Background: an optimization exercise with open tools, aiming at small area and a short achievable clock period. Do not read the settings as production practice.
In this exercise RTL edits were held to simulation tests only and were not proved equivalent to the original.
No activity file was given, so power comes from the tool's default toggle rates.

**flow/design.v**
```verilog
package psram_pkg;
    typedef enum logic [1:0] {
        ST_IDLE  = 2'd0,
        ST_LAT   = 2'd1,
        ST_WRITE = 2'd2,
        ST_READ  = 2'd3
    } psram_state_e;
    localparam int PSRAM_ADR_W = 23;
    localparam int PSRAM_DAT_W = 16;
    localparam int PSRAM_LATENCY_MIN = 2;
    localparam int PSRAM_LATENCY_MAX = 7;
endpackage
module psram_resp_mem
#(
    parameter int ADR_W  = 8,
    parameter int GROUPS = 16
) (
    input  logic                   clk_i,
    input  logic                   i_par,
    input  logic                   i_we,
    input  logic [(1<<(ADR_W-ADR_W/2))-1:0] i_hi_n,
    input  logic [(1<<(ADR_W/2))-1:0]       i_lo_n,
    input  logic [(1<<(ADR_W-ADR_W/2))-1:0] i_hi_nx_n,
    input  logic [(1<<(ADR_W/2))-1:0]       i_lo_nx_n,
    input  logic [psram_pkg::PSRAM_DAT_W-1:0] i_wx,
    output logic [psram_pkg::PSRAM_DAT_W-1:0] o_rdat
);
    localparam int LO_N  = 1 << (ADR_W / 2);
    localparam int HI_N  = 1 << (ADR_W - ADR_W / 2);
    localparam int WORDS = 1 << ADR_W;
    localparam int GW    = WORDS / GROUPS;
    localparam int DW    = psram_pkg::PSRAM_DAT_W;
    logic [WORDS-1:0][DW-1:0]  r_mem;
    logic [GROUPS-1:0][DW-1:0] r_grp;
    logic [WORDS-1:0]          w_we;
    logic [HI_N-1:0]           w_hi_we_n;
    logic [WORDS-1:0]          r_sel_n;
    logic [WORDS-1:0][DW-1:0]  w_hit;
    logic [GROUPS-1:0][DW-1:0] w_grp;
    logic [DW-1:0]             w_and;
    assign w_hi_we_n = i_hi_n | ~{HI_N{i_we}};
    for (genvar w = 0; w < WORDS; w++) begin : g_word
        assign w_we[w]    = ~(w_hi_we_n[w / LO_N] | i_lo_n[w % LO_N]);
        assign w_hit[w]   = r_mem[w] | {DW{r_sel_n[w]}};
        always_ff @(posedge clk_i) begin
            r_sel_n[w] <= i_hi_nx_n[w / LO_N] | i_lo_nx_n[w % LO_N];
        end
        always_ff @(posedge clk_i) begin
            r_mem[w] <= ~(({DW{w_we[w]}} | r_mem[w]) & ({DW{r_sel_n[w]}} | i_wx));
        end
    end
    always_comb begin
        for (int g = 0; g < GROUPS; g++) begin
            w_grp[g] = '1;
            for (int w = g * GW; w < (g + 1) * GW; w++) begin
                w_grp[g] = w_grp[g] & w_hit[w];
            end
        end
    end
    always_ff @(posedge clk_i) begin
        r_grp <= w_grp;
    end
    always_comb begin
        w_and = '1;
        for (int g = 0; g < GROUPS; g++) begin
            w_and = w_and & r_grp[g];
        end
    end
    assign o_rdat = w_and ^ ~{DW{i_par}};
endmodule
module psram_burst_responder
#(
    parameter int ADR_W   = 8,
    parameter int LATENCY = 3
) (
    input  logic                   clk_i,
    input  logic                   rst_i,
    input  logic [psram_pkg::PSRAM_ADR_W-1:0] psram_adr,
    input  logic [psram_pkg::PSRAM_DAT_W-1:0] psram_dat_i,
    output logic [psram_pkg::PSRAM_DAT_W-1:0] psram_dat_o,
    output logic                   psram_dat_oe,
    output logic                   psram_wait,
    input  logic                   psram_ce_n,
    input  logic                   psram_adv_n,
    input  logic                   psram_we_n,
    input  logic                   psram_oe_n
);
    localparam int LO_W = ADR_W / 2;
    localparam int HI_W = ADR_W - LO_W;
    localparam int LO_N = 1 << LO_W;
    localparam int HI_N = 1 << HI_W;
    localparam int GROUPS = 16;              
    localparam logic [2:0] CNT_LOAD = 3'(LATENCY - 2);
    psram_pkg::psram_state_e           r_state;
    logic [2:0]             r_cnt;
    logic                   r_wr;
    logic [HI_N-1:0]        r_hi_n;
    logic [LO_N-1:0]        r_lo_n;
    logic                   r_par;
    logic                   r_wen;
    logic [psram_pkg::PSRAM_DAT_W-1:0] r_wx;
    logic [psram_pkg::PSRAM_DAT_W-1:0] r_dat_o;
    logic                   r_dat_oe;
    logic                   r_wait;
    logic                   w_data_edge;
    logic                   w_load;
    logic                   w_inc;
    logic                   w_mem_we;
    logic [HI_N-1:0]        w_hi_nx;
    logic [LO_N-1:0]        w_lo_nx;
    logic [HI_N-1:0]        w_adr_hi;
    logic [LO_N-1:0]        w_adr_lo;
    logic [psram_pkg::PSRAM_DAT_W-1:0] w_rdat;
    logic                   w_adr_unused;
    assign w_adr_unused = ^psram_adr[psram_pkg::PSRAM_ADR_W-1:ADR_W];
    assign w_data_edge = ~psram_ce_n & psram_adv_n;
    assign w_load      = ~psram_ce_n & ~psram_adv_n;
    assign w_mem_we    = ~rst_i & w_data_edge & (r_state == psram_pkg::ST_WRITE);
    assign w_inc       = r_wen |
                         (w_data_edge &
                          ((r_state == psram_pkg::ST_READ) |
                           ((r_state == psram_pkg::ST_LAT) & (r_cnt <= 3'd1) & ~r_wr)));
    for (genvar i = 0; i < HI_N; i++) begin : g_adr_hi
        assign w_adr_hi[i] = (psram_adr[ADR_W-1:LO_W] == HI_W'(i));
    end
    for (genvar i = 0; i < LO_N; i++) begin : g_adr_lo
        assign w_adr_lo[i] = (psram_adr[LO_W-1:0] == LO_W'(i));
    end
    always_comb begin
        if (rst_i) begin
            w_hi_nx = ~HI_N'(1);
            w_lo_nx = ~LO_N'(1);
        end else if (w_load) begin
            w_hi_nx = ~w_adr_hi;
            w_lo_nx = ~w_adr_lo;
        end else if (w_inc) begin
            w_lo_nx = {r_lo_n[LO_N-2:0], r_lo_n[LO_N-1]};
            w_hi_nx = r_lo_n[LO_N-1] ? r_hi_n : {r_hi_n[HI_N-2:0], r_hi_n[HI_N-1]};
        end else begin
            w_hi_nx = r_hi_n;
            w_lo_nx = r_lo_n;
        end
    end
    psram_resp_mem #(
        .ADR_W  (ADR_W),
        .GROUPS (GROUPS)
    ) u_mem (
        .clk_i  (clk_i),
        .i_par  (r_par),
        .i_we   (r_wen),
        .i_hi_n (r_hi_n),
        .i_lo_n (r_lo_n),
        .i_hi_nx_n (w_hi_nx),
        .i_lo_nx_n (w_lo_nx),
        .i_wx   (r_wx),
        .o_rdat (w_rdat)
    );
    always_ff @(posedge clk_i) begin
        r_par <= ~r_par;
    end
    always_ff @(posedge clk_i) begin
        r_wen <= w_mem_we;
        r_wx  <= w_mem_we ? (psram_dat_i ^ ~{psram_pkg::PSRAM_DAT_W{r_par}})
                          : '1;
    end
    always_ff @(posedge clk_i) begin
        r_hi_n <= w_hi_nx;
        r_lo_n <= w_lo_nx;
        r_dat_o <= w_rdat;
    end
    always_ff @(posedge clk_i) begin
        if (rst_i) begin
            r_state  <= psram_pkg::ST_IDLE;
            r_cnt    <= '0;
            r_wr     <= 1'b0;
            r_dat_oe <= 1'b0;
            r_wait   <= 1'b0;
        end else if (psram_ce_n) begin
            r_state  <= psram_pkg::ST_IDLE;
            r_wait   <= 1'b0;
            r_dat_oe <= 1'b0;
        end else if (!psram_adv_n) begin
            r_state  <= psram_pkg::ST_LAT;
            r_wr     <= ~psram_we_n;
            r_cnt    <= CNT_LOAD;
            r_wait   <= 1'b1;
            r_dat_oe <= 1'b0;
        end else begin
            unique case (r_state)
                psram_pkg::ST_IDLE: begin
                end
                psram_pkg::ST_LAT: begin
                    if (r_cnt != 3'd0) begin
                        r_cnt <= r_cnt - 3'd1;
                    end else if (r_wr) begin
                        r_state <= psram_pkg::ST_WRITE;
                        r_wait  <= 1'b0;
                    end else begin
                        r_state  <= psram_pkg::ST_READ;
                        r_wait   <= 1'b0;
                        r_dat_oe <= ~psram_oe_n;
                    end
                end
                psram_pkg::ST_WRITE: begin
                end
                psram_pkg::ST_READ: begin
                    r_dat_oe <= ~psram_oe_n;
                end
                default: begin
                    r_state <= psram_pkg::ST_IDLE;
                end
            endcase
        end
    end
    assign psram_dat_o  = r_dat_o;
    assign psram_dat_oe = r_dat_oe;
    assign psram_wait   = r_wait;
endmodule
```
**flow/run.sh**
```bash
#!/bin/bash
# synth_recipe.tcl (not shown) runs the flow's synth.tcl, then flattens the netlist and writes it again
# the make line also repeats each setting of config.mk as NAME=value (left out here)
make -C /OpenROAD-flow-scripts/flow DESIGN_CONFIG=/design/flow/config.mk WORK_HOME=/design/flow/orfs CLKGATE_MAP_FILE= SYNTH_SCRIPT=/design/flow/synth_recipe.tcl finish
```
**flow/config.mk**
```make
export PLATFORM = sky130hd
export DESIGN_NAME = psram_burst_responder
export DESIGN_NICKNAME = psram_burst_responder
export VERILOG_FILES = /design/flow/design.v
export SDC_FILE = /design/flow/constraint.sdc
export NUM_CORES = 4
export LEC_CHECK = 0
export CAP_MARGIN = 30
export CORE_MARGIN = 2
export CORE_UTILIZATION = 60
export CTS_CLUSTER_DIAMETER = 70
export CTS_CLUSTER_SIZE = 25
export SETUP_SLACK_MARGIN = 2.6
export SLEW_MARGIN = 30
export SYNTH_MEMORY_MAX_BITS = 8192
```
**flow/constraint.sdc**
```tcl
create_clock -name core_clock -period 5.0 [get_ports {clk_i}]
set_input_delay 1.0000 -clock core_clock [delete_from_list [all_inputs] [get_ports {clk_i}]]
set_output_delay 1.0000 -clock core_clock [all_outputs]
set_load 0.01 [all_outputs]
```
==> metrics.cfg <==
[power_and_ir_drop]
total_power_w = 0.06897
peakVddDrop_uv = 374.0
p_leak_nw = 62.85
p_per_area_nw_per_um2 = 428.0

[drt]
via_per_inst = 7.404
ant_nets = 0
post-route-drc-count = 0
vias = 124551
drt-met1-wl_um = 215500
totalWireLength_um = 536200
wl_per_cell_um = 31.88
drtPass1Iterations = 9
wl_met2_um = 231700
highest_layer = met5
wl_met3_um = 59130
drt_iter0_markers = 16891

[cells_and_area]
stdcell_count = 16822
layout.nets = 13571
nFillCells = 19207
layout-drive-gt1-share_pct = 9.302
synthToLayoutAreaGrowth_pct = 8.666

[clock_network]
clkLatencyLatePin_ns = 0.93
clkTransAtPathRegs_ns = 0.09
root_buffer = clkbuf_16
h-tree-depth = 4
cts.sinks = 4682
cts_buffer_depth = 3
cts_inserted_buffers = 212
cts_tree = built

[synth]
synth_top_area_share_pct = 63.21
synth_fa_ha_area_share_pct = 0.02531
syn_area_per_cell_um2 = 10.44
ys_ff_latch = 4682
yosys.area_share.xor_xnor_pct = 0.2008
synth_compound_area_share_pct = 27.40
synthSimpleGateAreaFrac_pct = 4.839
yosys-top-cells-count = o22ai_1, dfxtp_1, clkbuf_1, nor2_1, nand2_1
synth.net_count = 14248
synth.distinct_cells = 52
yosys.area.top_type = dfxtp_1
synth_edf_count = 0
ys_warn_count = 2
async_flop_share_pct = 0
syn-instance-count = 14200
synth_area_leaders = dfxtp_1, o22ai_1, clkbuf_1
synth-seq-area-share_pct = 63.21
ys.flop_type = dfxtp_1
synth_top_family_by_area = compound AO/OA/AOI/OAI gates
netlist_area_um2 = 148300
synth.most_common_cell = o22ai_1
synthMuxAreaShare_pct = 0.09450

[critical_path]
setup.worst_path.class = reg2reg
path_depth = 3
crit_buf_inv = 0
cpPeakStageDelay_ns = 1.14
cp.arrival_ns = 3.46
r2r.worst_path.cells = 3
crit_start = u_mem.r_grp[231]
cp_max_fo = 1
r2r_slack_ns = 2.39
crit_chain = nand4_1 -> nor4_1 -> xnor2_1
worstSetupStartpointType = flip-flop
endpoint_kind = flip-flop
r2r_start = u_mem.r_grp[231]
cpMaxStageDelayCell = nor4_1
cp.required_ns = 5.85
critical-path-top-delay-family = simple AND/OR/NAND/NOR gates
reg2reg_to = r_dat_o[7]
endpoint = r_dat_o[7]

[floorplanning]
fp.dieW_um = 501.1
die_area_um2 = 251100
die_h_um = 501.1
coreArea_um2 = 245900
boundaryPins = 63
start_util_pct = 60.29
placementRows = 182

[timing]
rsz0062_at_grt = yes
max-slew-margin-rel_pct = 17.49
setup_tns_ns = 0
hold-worst-slack_ns = 0.4369
fin_crit_sh_pct = 52.16
maxSlewViolCount = 0
period_minus_slack_ns = 2.608
hold_viol_final = 0
final-setup-viol-count = 0
setup_slack_ns = 2.392
finClkSkew_ns = 0.03562
worst_slew_pin_slew_ns = 1.238
fmax_ghz = 0.3834

[status]
status = timing/DRC/antenna clean

[placed_design]
dp_hpwl_um = 322400
place_ws_ns = 0.9144
routabilityCongestion = 0.9236
place_inst = 16376
portBuffers = 47

[worst_hold_path]
hold_class = reg2reg

[global_route]
globalRouteTotalUtil_pct = 40.61
grt.overflow.total = 0
grt_pass1_wl_um = 767000
grt_pass1_vias = 113783
grt_antenna_before_repair = 42
grt_max_degree = 161

[run]
cap_violations = 0

==> how the worst min path moves through the flow <==
stage	from	end	slack (ns)	cells after the start
floorplan	u_mem.r_mem[103]	u_mem.r_mem[103]	0.41	1
global placement	u_mem.r_mem[3949]	u_mem.r_mem[3949]	0.42	1
detailed placement	u_mem.r_mem[1021]	u_mem.r_mem[1021]	0.43	1
CTS	u_mem.r_mem[1021]	u_mem.r_mem[1021]	0.44	1
global route	u_mem.r_mem[178]	u_mem.r_mem[178]	0.45	1
finish	u_mem.r_mem[1266]	u_mem.r_mem[1266]	0.44	1
==> cells in the final DEF (no fill, tap or decap), types with 8 or more instances in the layout <==
cell / instances
clkbuf_1: 12
o22a_1: 256
o22ai_1: 5632
a211oi_1: 13
o221ai_1: 256
clkinv_2: 12
nor2_4: 126
buf_8: 9
buf_6: 16
nor2_1: 537
a21oi_1: 29
inv_2: 10
xor2_1: 16
nand2b_2: 11
nor4_1: 248
or4_1: 65
clkbuf_16: 218
clkbuf_8: 8
o221ai_4: 28
diode_2: 14
dfxtp_4: 24
mux2i_1: 14
dfxtp_1: 4599
buf_4: 508
inv_1: 31
nand4_1: 64
nor2_2: 16
clkdlybuf4s50_1: 26
nand2_1: 466
xnor2_1: 18
inv_6: 11
buf_12: 123
buf_2: 14
nor4_2: 24
dfxtp_2: 59
==> layer usage <==
metal	global-route usage, %	vias up
li1	-	53981
met2	60.06	7428
met4	20.74	42
met5	0	-
met1	55.16	61740
met3	10.14	1360
==> logic make-up after synthesis <==
family | count (synthesis)
XOR/XNOR | 34
adder cells (fa/ha/maj) | 3
multiplexers | 14
buffers and inverters | 1635
AND/OR/NAND/NOR | 1589
flip-flops | 4682
AO/OA/AOI/OAI | 6243
==> area by class of cell <==
type | count | area, um^2 | share of cell area [%]
flip-flops and latches | 4682 | 93890 | 58.27
repair buffers | 702 | 7046 | 4.372
multi-input cells | 7883 | 49870 | 30.95
clock inverters | 41 | 486.7 | 0.3021
diodes | 14 | 35.03 | 0.02174
inverters | 42 | 161.4 | 0.1002
clock buffers | 238 | 5610 | 3.482
well taps | 3220 | 4029 | 2.500
==> power breakdown <==
group / switching (W) / internal, W
combinational: 0.00485 / 0.00251
clock: 0.0118 / 0.00837
sequential: 0.00196 / 0.0395
==> repair_timing <==
action | CTS | global route
hold endpoints to repair | 0 | 0
gates resized for setup | 211 | 60
hold buffers | 0 | 0
pin swaps | 30 | 75
endpoints found under the setup margin | 1860 | 1773
setup buffers | 50 | 98
==> stage by stage <==
| stage | area (um^2) | utilization (%) |
|---|---|---|
| after global placement | 151500 | 61.59 |
| after floorplan | 148500 | - |
| after detailed placement | 151900 | 61.75 |
| after CTS | 159100 | 64.68 |
| after global routing | 161100 | 65.51 |
| final | 161100 | 65.52 |
==> flip-flops by register name (all words and copies together), names as in the netlist <==
register / count
r_cnt: 3
r_dat_o: 16
r_dat_oe: 1
r_hi_n: 16
r_lo_n: 16
r_par: 1
r_state: 2
r_wait: 1
r_wen: 1
r_wr: 1
r_wx: 16
u_mem.r_grp: 256
u_mem.r_mem: 4096
u_mem.r_sel_n: 256

==> what the ideal ports hide <==
The results above use ideal ports. As a check the final layout listed here was re-extracted and re-timed, cells and wires unchanged. Step 1 assumes that a clkbuf_16 drives the clock port and a buf_2 every other input. Step 2, shift: input delay + t, output delay - t, t = (earliest + latest rising clock arrival at the registers) / 2. This alone moves slack from input paths to output paths. Slacks: no drivers / after step 1 / after step 2; pairs: no drivers / after step 1.
t (ns): 1.000
slack for setup (ns): 2.392 / 2.392 / 1.607
slew at the worst register clock pin (ns): 0.11 / 0.11
worst slew at a driven data input, ns: 0.21
cell pins on the clock port's net: 1
After both steps this run still meets setup and hold. The setup slack of this run moves by 0.000 ns with the drivers and by -0.785 ns with both steps.
